This design comes from an exercise in tuning for small area and a short achievable clock period on the open sky130 flow, not from production work. For this run, only the layout was checked, not whether the RTL still works. Power is estimated from default activity; no workload was simulated.

==> design.v <==
`default_nettype none
package tcpStreamPkg;
	typedef logic [7:0]  byteT;
	typedef logic [31:0] ipAddrT;
	typedef logic [15:0] portT;
	typedef logic [31:0] seqNumT;
	typedef logic [15:0] lenT;
	typedef logic [5:0]  cntT;
	localparam byteT ETH_TYPE_IPV4_HI = 8'h08;
	localparam byteT ETH_TYPE_IPV4_LO = 8'h00;
	localparam byteT ETH_TYPE_VLAN_HI = 8'h81;
	localparam lenT        IP_TCP_MIN_HDR = 16'd40;	 
	localparam logic [3:0] MIN_HDR_WORDS  = 4'd5;	 
	localparam cntT MAC_BYTES      = 6'd12;	 
	localparam cntT VLAN_BYTES     = 6'd3;	 
	localparam cntT IP_FIXED_BYTES = 6'd20;
	localparam cntT TCP_PORT_BYTES = 6'd4;
	localparam cntT TCP_SEQ_BYTES  = 6'd4;
	localparam cntT TCP_ACK_BYTES  = 6'd4;
	localparam cntT TCP_REST_BYTES = 6'd6;	 
	localparam cntT IP_LEN_HI_POS = 6'd2;
	localparam cntT IP_LEN_LO_POS = 6'd3;
	localparam cntT IP_PROTO_POS  = 6'd9;
	localparam cntT IP_SRC_POS    = 6'd12;
	localparam cntT IP_DST_POS    = 6'd16;
	typedef enum logic [7:0] {
		protoTcp   = 8'd6,
		protoOther = 8'hff	 
	} ipProtoT;
	typedef enum logic [5:0] {
		stIdle,
		stMac,
		stEthTypeHi,
		stEthTypeLo,
		stVlan,
		stIpFixed,
		stIpOpt,
		stTcpPorts,
		stTcpSeq,
		stTcpAck,
		stTcpOffset,
		stTcpFlags,
		stTcpRest,
		stTcpOpt,
		stPayload
	} parseStateT;
endpackage
`default_nettype wire
`timescale 1ns/1ps
`default_nettype none
import tcpStreamPkg::*;
module frameParser (
	input  wire                  CLOCK,
	input  wire                  rst,
	input  wire                  newPkt,
	input  wire                  byteIn,		 
	input  wire tcpStreamPkg::byteT   data,
	input  wire                  isVlanHi,	 
	input  wire                  isIpv4Hi,
	input  wire                  isIpv4Lo,
	input  wire                  isTcp,
	input  wire tcpStreamPkg::ipAddrT srcIp,
	input  wire tcpStreamPkg::ipAddrT dstIp,
	input  wire tcpStreamPkg::portT   srcPort,
	input  wire tcpStreamPkg::portT   dstPort,
	output logic                 payNext,	 
	output logic                 payFirst,
	output logic                 segValid,
	output tcpStreamPkg::seqNumT segSeq,
	output logic                 segSyn,
	output tcpStreamPkg::lenT    segLen
);
	logic sMac, sEthHi, sEthLo, sVlan, sIpFixed, sIpOpt, sTcpPorts, sTcpSeq;
	logic sTcpAck, sTcpOffset, sTcpFlags, sTcpRest, sTcpOpt, sPayload;
	tcpStreamPkg::cntT    left;		 
	tcpStreamPkg::cntT    leftLoad;
	logic                 fieldLast;
	logic                 hdrDone;
	logic [3:0]           ihl;
	logic [3:0]           dataOff;
	logic                 ipTcp;
	tcpStreamPkg::seqNumT seqReg;
	logic                 synFlag;
	logic                 match;		 
	logic                 firstFlag;
	tcpStreamPkg::lenT    payLeft;
	logic [8:0]           payLenLo;	 
	logic [3:0]           hdrWords;
	logic                 hiBorrow;	 
	logic                 loZero;		 
	logic                 payLast;		 
	logic                 payNonZero;	 
	tcpStreamPkg::byteT   cmpByte;
	logic [11:0]          cmpSel;		 
	tcpStreamPkg::byteT   cmpNext;
	logic                 cmpIn;
	logic ihlLow, ihlMin, ihlOpt, offMin, offOpt;
	assign ihlLow = ihl < MIN_HDR_WORDS;
	assign ihlMin = ihl == MIN_HDR_WORDS;
	assign ihlOpt = ihl > MIN_HDR_WORDS;
	assign offMin = dataOff == MIN_HDR_WORDS;
	assign offOpt = dataOff > MIN_HDR_WORDS;
	assign fieldLast = left == '0;
	assign hdrDone = byteIn && fieldLast && ((sTcpRest && offMin) || sTcpOpt);
	assign payFirst = firstFlag;
	assign segValid = !rst && hdrDone && match;
	assign segSeq   = seqReg;
	assign segSyn   = synFlag;
	assign segLen   = payLeft;	 
	assign hdrWords = sTcpOffset ? ihl : dataOff;
	assign payLenLo = {1'b0, payLeft[7:0]} - {3'b000, hdrWords, 2'b00};
	assign leftLoad =
		({6{sEthHi && isVlanHi}}              & (VLAN_BYTES - 1'b1)) |
		({6{sEthLo}}                          & (IP_FIXED_BYTES - 1'b1)) |
		({6{sIpFixed && ihlOpt}}              & {4'(ihl - 4'd6), 2'b11}) |
		({6{(sIpFixed && !ihlOpt) || sIpOpt || sTcpPorts || sTcpSeq}} & (TCP_SEQ_BYTES - 1'b1)) |
		({6{sTcpFlags}}                       & (TCP_REST_BYTES - 1'b1)) |
		({6{sTcpRest}}                        & {4'(dataOff - 4'd6), 2'b11});
	assign payNext = !rst && !newPkt &&
		(byteIn ? (hdrDone && match && payNonZero) || (sPayload && !payLast) : sPayload);
	always_ff @(posedge CLOCK) begin
		if (rst) begin
			{sMac, sEthHi, sEthLo, sVlan, sIpFixed, sIpOpt, sTcpPorts, sTcpSeq} <= '0;
			{sTcpAck, sTcpOffset, sTcpFlags, sTcpRest, sTcpOpt, sPayload} <= '0;
			match     <= 1'b0;
			firstFlag <= 1'b0;
		end else if (newPkt) begin
			{sMac, sEthHi, sEthLo, sVlan, sIpFixed, sIpOpt, sTcpPorts, sTcpSeq} <= 8'b1000_0000;
			{sTcpAck, sTcpOffset, sTcpFlags, sTcpRest, sTcpOpt, sPayload} <= '0;
			match <= 1'b1;
		end else if (byteIn) begin
			sMac       <= sMac && !fieldLast;
			sEthHi     <= (sMac || sVlan) && fieldLast;
			sVlan      <= (sEthHi && isVlanHi) || (sVlan && !fieldLast);
			sEthLo     <= sEthHi && !isVlanHi && isIpv4Hi;
			sIpFixed   <= (sEthLo && isIpv4Lo) || (sIpFixed && !fieldLast);
			sIpOpt     <= (sIpFixed && fieldLast && ihlOpt) || (sIpOpt && !fieldLast);
			sTcpPorts  <= (((sIpFixed && ihlMin) || sIpOpt) && fieldLast && ipTcp) ||
				(sTcpPorts && !fieldLast);
			sTcpSeq    <= (sTcpPorts && fieldLast) || (sTcpSeq && !fieldLast);
			sTcpAck    <= (sTcpSeq && fieldLast) || (sTcpAck && !fieldLast);
			sTcpOffset <= sTcpAck && fieldLast;
			sTcpFlags  <= sTcpOffset;
			sTcpRest   <= sTcpFlags || (sTcpRest && !fieldLast);
			sTcpOpt    <= (sTcpRest && fieldLast && offOpt) || (sTcpOpt && !fieldLast);
			sPayload   <= payNext;
			if (cmpIn && data != cmpByte)
				match <= 1'b0;
			if (hdrDone && match && payNonZero)
				firstFlag <= 1'b1;
			else if (sPayload)
				firstFlag <= 1'b0;
		end
	end
	always_ff @(posedge CLOCK) begin
		if (newPkt)
			left <= MAC_BYTES - 1'b1;
		else if (byteIn)
			left <= fieldLast ? leftLoad : left - 1'b1;
	end
	assign cmpIn = byteIn && ((sIpFixed && left <= IP_FIXED_BYTES - 1'b1 - IP_SRC_POS) || sTcpPorts);
	logic [95:0] sessBytes;
	assign sessBytes = {srcIp, dstIp, srcPort, dstPort};
	always_comb begin
		cmpNext = '0;
		for (int i = 1; i < 12; i++)
			cmpNext = cmpNext | (sessBytes[95 - 8 * i -: 8] & {8{cmpSel[i]}});
	end
	always_ff @(posedge CLOCK) begin
		if (newPkt) begin
			cmpByte <= sessBytes[95:88];
			cmpSel  <= 12'b0000_0000_0010;
		end else if (cmpIn) begin
			cmpByte <= cmpNext;
			cmpSel  <= {cmpSel[10:0], 1'b0};
		end
	end
	always_ff @(posedge CLOCK) begin
		if (byteIn) begin
			if (sIpFixed && left == IP_FIXED_BYTES - 1'b1)
				ihl <= data[3:0];
			if (sIpFixed && left == IP_FIXED_BYTES - 1'b1 - IP_PROTO_POS)
				ipTcp <= isTcp;
			if (sTcpSeq)
				seqReg <= {seqReg[23:0], data};	 
			if (sTcpOffset)
				dataOff <= data[7:4];
			if (sTcpFlags)
				synFlag <= data[1];
		end
	end
	always_ff @(posedge CLOCK) begin
		if (hiBorrow)
			payLeft[15:8] <= payLeft[15:8] - 1'b1;
		hiBorrow <= 1'b0;
		if (byteIn) begin
			if (sPayload) begin
				payLeft[7:0] <= payLeft[7:0] - 1'b1;
				if (loZero) payLeft[15:8] <= payLeft[15:8] - 1'b1;
			end else if (sIpFixed && left == IP_FIXED_BYTES - 1'b1 - IP_LEN_HI_POS)
				payLeft[15:8] <= data;
			else if (sIpFixed && left == IP_FIXED_BYTES - 1'b1 - IP_LEN_LO_POS)
				payLeft[7:0] <= data;
			else if (sTcpOffset || sTcpFlags) begin
				payLeft[7:0] <= payLenLo[7:0];
				hiBorrow     <= payLenLo[8];
			end
		end
		loZero     <= (byteIn && sPayload) ? payLeft[7:0] == 8'd1 : payLeft[7:0] == 8'd0;
		payLast    <= (byteIn && sPayload) ? payLeft == 16'd2 : payLeft == 16'd1;
		payNonZero <= payLeft != '0;
	end
endmodule
`default_nettype wire
`timescale 1ns/1ps
`default_nettype none
module payloadFifo #(
	parameter int fifoDepth = 64
) (
	input  wire                CLOCK,
	input  wire                rst,
	input  wire                payValidNext,	 
	input  wire tcpStreamPkg::byteT payData,
	input  wire                payFirst,
	input  wire                outReady,
	output logic               outValid,
	output tcpStreamPkg::byteT outData,
	output logic               outFirst,
	output logic               dropped
);
	localparam int tailDepth = 63;
	logic [8:0] tail [tailDepth];
	logic [8:0] head;
	logic [8:0] din;
	logic [8:0] snd;
	logic [7:0] sndHi;	 
	logic [7:0] sndLo;	 
	logic       empty;	 
	logic       one;	 
	logic       full;	 
	logic       droppedN;	 
	logic payValid;
	logic doWrite;		 
	logic fullNext;
	logic doRead;
	logic inc;
	logic dec;
	assign din     = {payFirst, payData};
	assign doRead  = !empty && outReady;
	assign inc     = doWrite && !doRead;
	assign dec     = doRead && !doWrite;
	assign {outFirst, outData} = head;
	always_comb begin
		snd = '0;
		for (int i = 0; i < tailDepth; i++)
			snd = snd | (tail[i] & {9{sndHi[i / 8] && sndLo[i % 8]}});
	end
	always_ff @(posedge CLOCK) begin
		if (doWrite) begin
			tail[0] <= din;
			for (int i = 1; i < tailDepth; i++)
				tail[i] <= tail[i-1];
		end
	end
	logic headDin;
	logic headSnd;
	logic headHold;
	assign headDin  = doWrite && (empty || (doRead && one));
	assign headSnd  = doRead && !headDin;
	assign headHold = !doRead && !headDin;
	logic [8:0] headNext;
	logic [8:0] headN;
	assign headNext = ({9{headDin}} & din) | ({9{headSnd}} & snd) | ({9{headHold}} & ~headN);
	always_ff @(posedge CLOCK) begin
		head  <= headNext;
		headN <= ~headNext;
	end
	assign fullNext = rst ? 1'b0 :
		inc ? sndHi[7] && sndLo[5] :	 
		dec ? 1'b0 : full;
	always_ff @(posedge CLOCK) begin
		payValid <= payValidNext;
		doWrite  <= payValidNext && !fullNext;
		full     <= fullNext;
	end
	always_ff @(posedge CLOCK) begin
		if (rst) begin
			sndHi    <= 8'b1000_0000;	 
			sndLo    <= 8'b0100_0000;
			outValid <= 1'b0;
			empty    <= 1'b1;
			one      <= 1'b0;
			dropped  <= 1'b0;
			droppedN <= 1'b1;
		end else begin
			outValid <= inc || (dec ? !one : !empty);
			if (inc) begin
				sndLo    <= {sndLo[6:0], sndLo[7]};
				if (sndLo[7]) sndHi <= {sndHi[6:0], sndHi[7]};
				empty    <= 1'b0;
				one      <= empty;
			end
			if (dec) begin
				sndLo    <= {sndLo[0], sndLo[7:1]};
				if (sndLo[0]) sndHi <= {sndHi[0], sndHi[7:1]};
				empty    <= one;
				one      <= sndHi[0] && sndLo[0];	 
			end
			dropped  <= !droppedN || (payValid && full);
			droppedN <= droppedN && !(payValid && full);
		end
	end
endmodule
`default_nettype wire
`timescale 1ns/1ps
`default_nettype none
import tcpStreamPkg::*;
module seqTracker (
	input  wire                 CLOCK,
	input  wire                 rst,
	input  wire                 segValid,
	input  wire tcpStreamPkg::seqNumT segSeq,
	input  wire                 segSyn,
	input  wire tcpStreamPkg::lenT    segLen,
	output logic                gapped
);
	tcpStreamPkg::seqNumT expSeq;		 
	logic   synSeen;
	logic   seqMiss;
	logic [3:0] pend;		 
	logic   carry0;		 
	logic   carry1;		 
	logic   carry;
	logic [8:0] sumLo;
	logic [8:0] sumHi;
	assign sumLo = segSyn ? 9'(segSeq[7:0]) + 9'd1 : 9'(segSeq[7:0]) + 9'(segLen[7:0]);
	assign sumHi = segSyn ? {1'b0, segSeq[15:8]}   : 9'(segSeq[15:8]) + 9'(segLen[15:8]);
	always_ff @(posedge CLOCK) begin
		seqMiss <= segSeq != expSeq;
		pend    <= {pend[2:0], segValid};
		if (pend[0]) begin	 
			{carry0, expSeq[7:0]}  <= sumLo;
			{carry1, expSeq[15:8]} <= sumHi;
		end
		if (pend[1]) begin
			expSeq[15:8] <= expSeq[15:8] + 8'(carry0);
			carry        <= carry1 || (carry0 && expSeq[15:8] == 8'hff);
		end
		if (pend[2])
			{carry, expSeq[23:16]} <= 9'(segSeq[23:16]) + 9'(carry);
		if (pend[3])
			expSeq[31:24]          <= segSeq[31:24] + 8'(carry);
	end
	logic gappedNext;
	logic gappedN;
	assign gappedNext = segValid ? !segSyn && synSeen && seqMiss : !gappedN;
	always_ff @(posedge CLOCK) begin
		if (rst) begin
			synSeen <= 1'b0;
			gapped  <= 1'b0;
			gappedN <= 1'b1;
		end else begin
			if (segValid && segSyn)
				synSeen <= 1'b1;
			gapped  <= gappedNext;
			gappedN <= !gappedNext;
		end
	end
endmodule
`default_nettype wire
`timescale 1ns/1ps
`default_nettype none
import tcpStreamPkg::*;
module tcpStream #(
	parameter int fifoDepth = 64
) (
	input  wire                  CLOCK,
	input  wire                  rst,
	input  wire                  newPkt,
	input  wire                  dataValid,
	input  wire tcpStreamPkg::byteT   data,
	input  wire tcpStreamPkg::ipAddrT srcIp,
	input  wire tcpStreamPkg::portT   srcPort,
	input  wire tcpStreamPkg::ipAddrT dstIp,
	input  wire tcpStreamPkg::portT   dstPort,
	input  wire                  outReady,
	output logic                 outValid,
	output tcpStreamPkg::byteT   outData,
	output logic                 outFirst,
	output logic                 dropped,
	output logic                 gapped
);
	logic               rstQ;
	logic               newPktQ;
	logic               byteInQ;	 
	tcpStreamPkg::byteT dataQ;
	logic               isVlanHiQ;
	logic               isIpv4HiQ;
	logic               isIpv4LoQ;
	logic               isTcpQ;
	always_ff @(posedge CLOCK) begin
		rstQ      <= rst;
		newPktQ   <= newPkt;
		byteInQ   <= dataValid && !newPkt;
		dataQ     <= data;
		isVlanHiQ <= data == ETH_TYPE_VLAN_HI;
		isIpv4HiQ <= data == ETH_TYPE_IPV4_HI;
		isIpv4LoQ <= data == ETH_TYPE_IPV4_LO;
		isTcpQ    <= data == 8'(protoTcp);
	end
	logic   payNext;
	logic   payValidNext;	 
	logic   payFirst;
	assign payValidNext = !rst && dataValid && !newPkt && payNext;
	logic   segValid;
	tcpStreamPkg::seqNumT segSeq;
	logic   segSyn;
	tcpStreamPkg::lenT    segLen;
	frameParser frameParser_i (
		.CLOCK(CLOCK), .rst(rstQ),
		.newPkt(newPktQ), .byteIn(byteInQ), .data(dataQ),
		.isVlanHi(isVlanHiQ), .isIpv4Hi(isIpv4HiQ), .isIpv4Lo(isIpv4LoQ), .isTcp(isTcpQ),
		.srcIp(srcIp), .dstIp(dstIp), .srcPort(srcPort), .dstPort(dstPort),
		.payNext(payNext), .payFirst(payFirst),
		.segValid(segValid), .segSeq(segSeq), .segSyn(segSyn), .segLen(segLen)
	);
	payloadFifo #(.fifoDepth(fifoDepth)) payloadFifo_i (
		.CLOCK(CLOCK), .rst(rst),
		.payValidNext(payValidNext), .payData(dataQ), .payFirst(payFirst),
		.outReady(outReady), .outValid(outValid), .outData(outData),
		.outFirst(outFirst), .dropped(dropped)
	);
	seqTracker seqTracker_i (
		.CLOCK(CLOCK), .rst(rst),
		.segValid(segValid), .segSeq(segSeq), .segSyn(segSyn), .segLen(segLen),
		.gapped(gapped)
	);
endmodule
`default_nettype wire
==> flow/run.sh <==
#!/bin/bash
# The standard layout, with plain buffers on the ports in place of the
# delay buffers that buffer_ports picks by default. Every port still gets
# its own buffer.
set -euo pipefail
export BUFFER_PORTS_ARGS="-buffer_cell sky130_fd_sc_hd__buf_1"
bash standard.sh > standard.log 2>&1
==> standard.sh <==
#!/bin/bash
# synth_recipe.tcl (not shown) runs the flow's synth.tcl, then flattens the netlist and writes it again
# the make line also repeats each setting of config.mk as NAME=value (left out here)
make -C /OpenROAD-flow-scripts/flow DESIGN_CONFIG=/design/flow/config.mk WORK_HOME=/design/flow/orfs CLKGATE_MAP_FILE= SYNTH_SCRIPT=/design/flow/synth_recipe.tcl "${@:-finish}"
==> config.mk <==
export PLATFORM = sky130hd
export DESIGN_NAME = tcpStream
export DESIGN_NICKNAME = tcpStream
export VERILOG_FILES = /design/flow/design.v
export SDC_FILE = /design/flow/constraint.sdc
export NUM_CORES = 4
export LEC_CHECK = 0
export ABC_CLOCK_PERIOD_IN_PS = 2200
export CAP_MARGIN = 20
export CORE_MARGIN = 2
export CORE_UTILIZATION = 55
export CTS_BUF_LIST = sky130_fd_sc_hd__clkbuf_16
export CTS_CLUSTER_DIAMETER = 100
export CTS_CLUSTER_SIZE = 20
export PLACE_DENSITY = 0.7
export SETUP_SLACK_MARGIN = 3.3
export SLEW_MARGIN = 20
==> constraint.sdc <==
create_clock -name core_clock -period 5.5 [get_ports {CLOCK}]
set_input_delay 1.1000 -clock core_clock [delete_from_list [all_inputs] [get_ports {CLOCK}]]
set_output_delay 1.1000 -clock core_clock [all_outputs]
set_load 0.01 [all_outputs]
==> metrics.md <==
| Metric | Value |
|---|---|
| Net Switching | 1.961 mW |
| Core area | around 55,000 sq um |
| Clk sink count | between 700 and 800 |
| Area of the multi-input gates | approximately 8200 sq um |
| Die width | 240.4 um |
| Hold crit path type | reg2reg |
| Max-Cap Viols | 0 |
| R2R Setup Slk | roughly 3.3 ns |
| Gate Count Post-Synth | about 2,100 |
| Initial Utilization | roughly 56% |
| Port Buffers | 120 |
| GRT overflow | 0 |
| CP Buf/Inv Count | 1 |
| Post-Synth Adder-Cell Area | approximately 1.7% |
| Yosys reg bits | between 700 and 800 |
| DIE AREA | just under 60,000 sq um |
| Largest net degree at the start of global routing | around 190 |
| RSZ-0062 raised after global routing | yes |
| P_int | approximately 7.9 mW |
| Number of synthesized flops with an enable pin | 660 |
| CP Cell Sequence | buf_6 |
| Commonest cells post-synth | 660 x edfxtp_1, 175 x a22oi_1, 131 x nand3_1, 110 x dfxtp_1, 107 x nand2_1 |
| H-tree depth | 2 |
| Simple-gate share of the synthesized area | around 7.9% |
| Part of the power in the clock network | between 30% and 40% |
| Seq pwr share | ~64% |
| Max FO, Critical Path | 1 |
| Vias | 19,990 |
| DR vias/cell | roughly 6.6 |
| P_leak | approximately 11 nW |
| Starting DRC count in detailed routing | between 2,000 and 3,000 |
| Hold wc startpoint | isTcpQ |
| Ys Warns | 5 |
| Ys flop type | edfxtp_1 |
| Share of layout cells above drive strength 1 | 9.484% |
| Finished Layout Cells | ~3,000 |
| Top cell family by delay on the critical path | flip-flops |
| GRT Util Overall | a little over a quarter |
| CP max-delay cell | dfxtp_4 |
| DRC viols | 0 |
| Row cnt | 86 |
| CP startpoint kind | flip-flop |
| Crit end category | output pin |
| Peak supply drop | between 0.2 and 0.25 mV |
| Status | finished clean |
| Post-synth ARST share | 0% |
| FF/Latch Area | 22,090 sq um |
| First-pass GRT wire length | approximately 120,000 um |
| Clk slew on worst S/H paths | ~0.090 ns |
| Syn-to-layout area delta | 9.978% |
| Syn_nets | between 2,000 and 2,500 |
| Slowest stage delay, CP | about 0.37 ns |
| Hpwl dp | about 48,000 um |
| CTS tree | yes |
| Clk_skew | around 0.012 ns |
| Post-synth top area cell | edfxtp_1 |
| Max Slew Vio Count | 0 |
| Worst Setup Path Type | reg2out |
| F_max | roughly 460 MHz |
| Crit path DAT | around 1.1 ns |
| Compound-Gate Fraction of Synth Area | between 10% and 20% |
| PD cells | between 200 and 300 nW/um^2 |
| Clk Latency, worst-skew pair | 0.60 ns |
| CP required | 4.40 ns |
| PnR Total Power | 9.819 mW |
| Part of the power in combinational logic | ~1.8% |
| Clock Tree Buf Depth | 3 |
| WL final | 79,310 um |
| Worst slew pin tran | 1.027 ns |
| Syn Std Cell Area | between 30,000 and 40,000 sq um |
| Placed cell count | roughly 2,900 |
| Reg2Reg Depth | 7 |
| CTS buffer count | 44 |
| Syn Area/Cell | approximately 14 sq um |
| # fillers | around 4,100 |
| Vias in the first global route | around 19,000 |
| Final setup viols | 0 |
| Ranking of synthesized cells by area | edfxtp_1 64%, dfxtp_1 7.2%, a22oi_1 4.3%, nand3_1 2.1%, xnor2_1 1.9% |
| Worst reg2reg endpoint | payloadFifo_i.head[6] |
| Number of library cell types mapped by synthesis | 75 |
| Post-synthesis mux area share | less than 1% |
| Wirelength per Cell | around 26 um |
| Initial antenna violation count | 1 |
| Hold EP | frameParser_i.ipTcp |
| Switching Share | around a fifth |
| Period utilisation layout | between 30% and 40% |
| Length of the first detailed-routing pass in iterations | 7 |
| Largest family of logic cells by synthesized area | compound AO/OA/AOI/OAI gates |
| Most numerous cell in the Yosys netlist | edfxtp_1 |
| Root Buffer Master | clkbuf_16 |
| Sequential area share after synthesis | between 70 and 80% |
| Post-DRT Antenna Nets | 0 |
| Io pins | approximately 120 |
| FF-to-FF Start | payloadFifo_i.sndHi[5] |
| Worst slew margin | a little under a third |
| Final GP Congestion | a little over 0.9 |
| Final hold violation count | 0 |
| Die Ht | 240.4 um |
| Worst hold stages | 0 |
| Synth top area share | approximately 64% |
| Tmin final | 2.189 ns |
| Setup TNS | 0 ns |
| Xor/xnor share of the synthesized area | 2.593% |
| Final #Nets | around 2,400 |
==> worst max path at each step <==
stage                          startpoint  cells after the start               endpoint
finish              payloadFifo_i.head[1]                      1             outData[1]
global route        frameParser_i.synFlag                     10    seqTracker_i.carry0
CTS                 payloadFifo_i.head[1]                      1             outData[1]
detailed placement               outReady                      7  payloadFifo_i.head[5]
global placement                 outReady                      7  payloadFifo_i.head[5]
floorplan           payloadFifo_i.doWrite                      7      payloadFifo_i.one
==> cells in the final DEF (no fill, tap or decap), types with 8 or more instances in the layout <==
cell type / n
edfxtp_1: 660
a22oi_1: 175
nand3_1: 131
buf_1: 109
nand2_1: 103
a21oi_1: 98
nor2_1: 92
dfxtp_1: 81
xnor2_1: 66
inv_1: 58
buf_4: 54
a22o_1: 51
clkbuf_16: 45
a222oi_1: 43
nand4_1: 36
ha_1: 33
o21ai_0: 30
xor2_1: 25
a211oi_1: 22
o22ai_1: 21
mux2i_1: 19
nor2b_1: 18
nor3_1: 18
dfxtp_2: 16
nor4_1: 15
buf_6: 14
dfxtp_4: 13
and3_1: 10
nand2b_1: 10
a32oi_1: 10
a21o_1: 9
o21ai_1: 9
o22a_1: 9
o211ai_1: 8
a31oi_1: 8
==> final cells by class <==
type,instances,share of cell area [%]
diodes,1,0.007403
well taps,748,2.769
inverters,34,0.4072
clock inverters,34,0.4220
multi-input cells,1195,24.30
flip-flops and latches,770,65.35
repair buffers,189,3.409
clock buffers,45,3.331
==> metal layers <==
metal | vias to the layer above | part of all wire [%] | wire length, um | global-route usage [%]
met1 | 9932 | 40 | 31930 | 38.68
met2 | 1240 | 46 | 36340 | 41.61
met3 | 167 | 11 | 8482 | 5.775
li1 | 8655 | - | - | -
met5 | - | 0 | 0 | 0
met4 | 0 | 3.2 | 2558 | 10.18
==> registers in the layout, indices dropped and copies added (netlist names), 9 cells and up, named ones only <==
| signal | cells |
|---|---|
| payloadFifo_i.headN | 9 |
| payloadFifo_i.tail | 567 |
| seqTracker_i.expSeq | 32 |
| frameParser_i.payLeft | 16 |
| frameParser_i.seqReg | 32 |
| payloadFifo_i.head | 9 |
| frameParser_i.cmpSel | 11 |
==> cell families (layout without fill, tap and decap cells) <==
| family | count (synthesis) | in the layout |
|---|---|---|
| xor+xnor | 91 | 91 |
| buf+inv | 170 | 302 |
| compound gates | 557 | 557 |
| flops | 770 | 770 |
| other cells | 0 | 1 |
| simple gates | 485 | 485 |
| fa+ha+maj | 40 | 40 |
| mux | 22 | 22 |
==> metrics by stage <==
step           setup WS, ns  area, sq um  util (%)  hold WS (ns)
2_1_floorplan        0.1262        30850         -        0.3290
3_3_place_gp          2.266        31830     57.67        0.4044
3_5_place_dp          2.235        31830     57.67        0.4002
6_report              3.311        33800     61.23        0.4220
5_1_grt               3.213        33800     61.23        0.4382
4_1_cts               3.283        33470     60.63        0.4203
==> power by group through the flow <==
stage / registers, mW / clock network, mW / logic, mW
final: 6.32 / 3.33 / 0.172
after global routing: 6.32 / 3.58 / 0.188
after CTS: 6.32 / 3.39 / 0.171
after detailed placement: 6.45 / 0 / 0.151
after global placement: 6.45 / 0 / 0.148
after floorplan: 6.44 / 0 / 0.0749
==> repair_timing <==
action | 4_1_cts | 5_1_grt
gates resized for setup | 59 | 45
hold buffers | 0 | 0
endpoints found under the setup margin | 558 | 144
pin swaps | 0 | 13
buffers inserted | 22 | 21

==> static timing again, ports no longer ideal <==
Ports are ideal in the flow. The routed layout listed here was re-timed in OpenROAD.
Step 1, drivers: a clkbuf_16 drives CLOCK and a buf_2 each remaining input, both assumed.
Step 2 moves the port delays by t, midway between the first and last clock arrival at a register: inputs arrive t later, outputs are due t later. That takes back most of the time a late clock gives input paths.
Three values: ideal, step 1, step 2; two values: the first two.
shift t [ns]: 0.659
slack for setup (ns): 3.311 / 3.247 / 2.713
worst register clock-pin slew, ns: 0.09 / 0.09
After both steps this run still meets setup and hold. The setup slack of this run moves by -0.064 ns with the drivers and by -0.598 ns with both steps.
